This design comes from an exercise in tuning for a short achievable clock period and few clock cycles per item on the open sky130 flow, not from production work.
Only simulation tests tie the RTL to the original design; equivalence was not proved.
Power figures rest on the tool's default switching activity, not on a simulated workload.

Design mips_exec_top, start of the top module:
module mips_exec_top (
    input  wire         clk,
    input  wire         rst_n,
    input  wire         instr_valid,
    output logic        instr_ready,
    input  wire  [31:0] instr,
    output logic        retire_valid,
    input  wire         retire_ready,
    output logic [4:0]  retire_dest,
    output logic [31:0] retire_data,
    output logic        retire_wr_en
);
export LEC_CHECK = 0
export CAP_MARGIN = 20
export CORE_MARGIN = 2
export CORE_UTILIZATION = 42
export SLEW_MARGIN = 20
export SYNTH_HIERARCHICAL = 1
export SYNTH_MINIMUM_KEEP_SIZE = 0
create_clock -name core_clock -period 10.0 [get_ports {clk}]
standard.sh (not shown) runs the stock make flow with config.mk's settings and CLKGATE_MAP_FILE= SYNTH_SCRIPT=/design/flow/synth_recipe.tcl, a recipe that flattens the netlist after the stock synthesis.
==> flow/flow/run.sh <==
#!/bin/bash
# The standard layout (the standard.sh, standard synthesis included),
# with ORFS's timing repair aimed at a 3 ns clock: SETUP_SLACK_MARGIN is
# the setup slack the repair steps aim for at the design's 10 ns period.
# The SDC, the clock period and every other setting are the standard flow's.
set -o pipefail
export SETUP_SLACK_MARGIN=7.0
bash standard.sh > standard.log 2>&1
status=$?
tail -20 standard.log
exit $status
Testbench counts at the start, summed over its fixed seeds: cycles 22,021, items 20,000.
Then changed:
--- a/flow/design.v
+++ b/flow/design.v
@@ -1684,16 +1684,14 @@
     logic        s4_valid;
     logic [4:0]  s4_dest;
     logic        s4_wr;
     logic [31:1] s4_wr_oh;
     logic [31:0] r3;
     logic [31:0] s4_wd;      
     logic [31:0] r2_n;       
-    logic [31:0] mem_rd;     
-    logic [31:0] s3_prod;    
     logic [31:0] r3_n;       
     logic [31:0] rf_a;
     logic [31:0] rf_b;
     reg_file u_regs (
         .clk       (clk),
         .rst_n     (rst_n),
         .rd_oh_a   (rs_oh),
@@ -1715,21 +1713,17 @@
     assign fa2   = s2_wr && rs == s2_dest;
     assign fa3   = s3_wr && rs == s3_dest;
     assign fb1   = !d_addi && x_fw && rt == x_dest;
     assign fb2   = s2_wr && rt == s2_dest;
     assign fb3   = s3_wr && rt == s3_dest;
     assign ma_rs = s4_wr && rs == s4_dest;
     assign ma_rt = s4_wr && rt == s4_dest;
-    assign d_a   = (fa2 && s2_lw)  ? mem_rd  : fa2 ? r1
-                 : (fa3 && s3_mul) ? s3_prod : fa3 ? r2
-                 : ma_rs ? r3 : rf_a;
+    assign d_a   = fa2 ? r2_n : fa3 ? r3_n : ma_rs ? r3 : rf_a;
     assign d_b   = d_addi ? {{16{d_imm[15]}}, d_imm}
-                 : (fb2 && s2_lw)  ? mem_rd  : fb2 ? r1
-                 : (fb3 && s3_mul) ? s3_prod : fb3 ? r2
-                 : ma_rt ? r3 : rf_b;
+                 : fb2 ? r2_n : fb3 ? r3_n : ma_rt ? r3 : rf_b;
     always_ff @(posedge clk) begin
         if (!rst_n) begin
             x_valid <= 1'b0;
             x_wr    <= 1'b0;
             x_fw    <= 1'b0;
             x_long  <= 1'b0;
             x_sw    <= 1'b0;
@@ -1829,14 +1823,15 @@
         s2_lw   <= x_lw;
         s2_dest <= x_dest;
         r1      <= x_res;
         s2_woh  <= x_woh;
         s2_sd   <= sd;
         s2_mcols <= x_mcols;
     end
+    logic [31:0] mem_rd;
     logic [31:0] mrow0;
     logic [31:0] mrow1;
     data_mem_unit u_dmem (
         .clk     (clk),
         .wr_en   (s2_sw),
         .word_oh (s2_woh),
         .wr_data (s2_sd),
@@ -1862,14 +1857,15 @@
         s3_dest <= s2_dest;
         r2      <= r2_n;
         s3_row0 <= mrow0;
         s3_row1 <= mrow1;
     end
     logic [31:0] s3_wr_oh;
     assign s3_wr_oh = s3_wr ? (32'd1 << s3_dest) : 32'd0;
+    logic [31:0] s3_prod;
     add32 u_mul_add (
         .a   (s3_row0),
         .b   (s3_row1),
         .cin (1'b0),
         .y   (s3_prod)
     );
     assign r3_n     = s3_mul ? s3_prod : r2;
Combinational power stays flat. Via count stays flat. Sequential power hardly moves. Flip-flop and latch count stays the same. Critical path depth rises by 4. Routed wire length stays flat. Global-route usage stays flat. Worst setup slack gets better by 0.065 ns.
Testbench counts after the change, summed over its fixed seeds: cycles 22,021, items 20,000.

-- separate check: timing with driven ports --
How much do the figures lean on ideal ports? The routed layouts below were timed once more, with nothing changed but the port constraints.
Step 1 sets driving cells, clkbuf_16 on the clock port and buf_2 on the other inputs (assumed; they add their load-dependent delay and slew).
Step 2 times the ports against the registers' clock, not the clock port: input delays grow and output delays shrink by t, the midpoint of the rising clock arrivals with the driver on.
a / b / c = ideal ports / drivers / drivers and shift; a / b = the first two.
| run | t, ns | setup WS [ns] | hold WS [ns] |
|---|---|---|---|
| the first run | 1.145 | 6.430 / 6.381 / 5.923 | 0.329 / 0.329 / 0.329 |
| the second run | 1.139 | 6.495 / 6.403 / 5.985 | 0.327 / 0.327 / 0.327 |
After both steps every run listed still meets setup and hold. The setup slack of the second run, which loses most, moves by -0.092 ns with the drivers and by -0.510 ns with both steps.
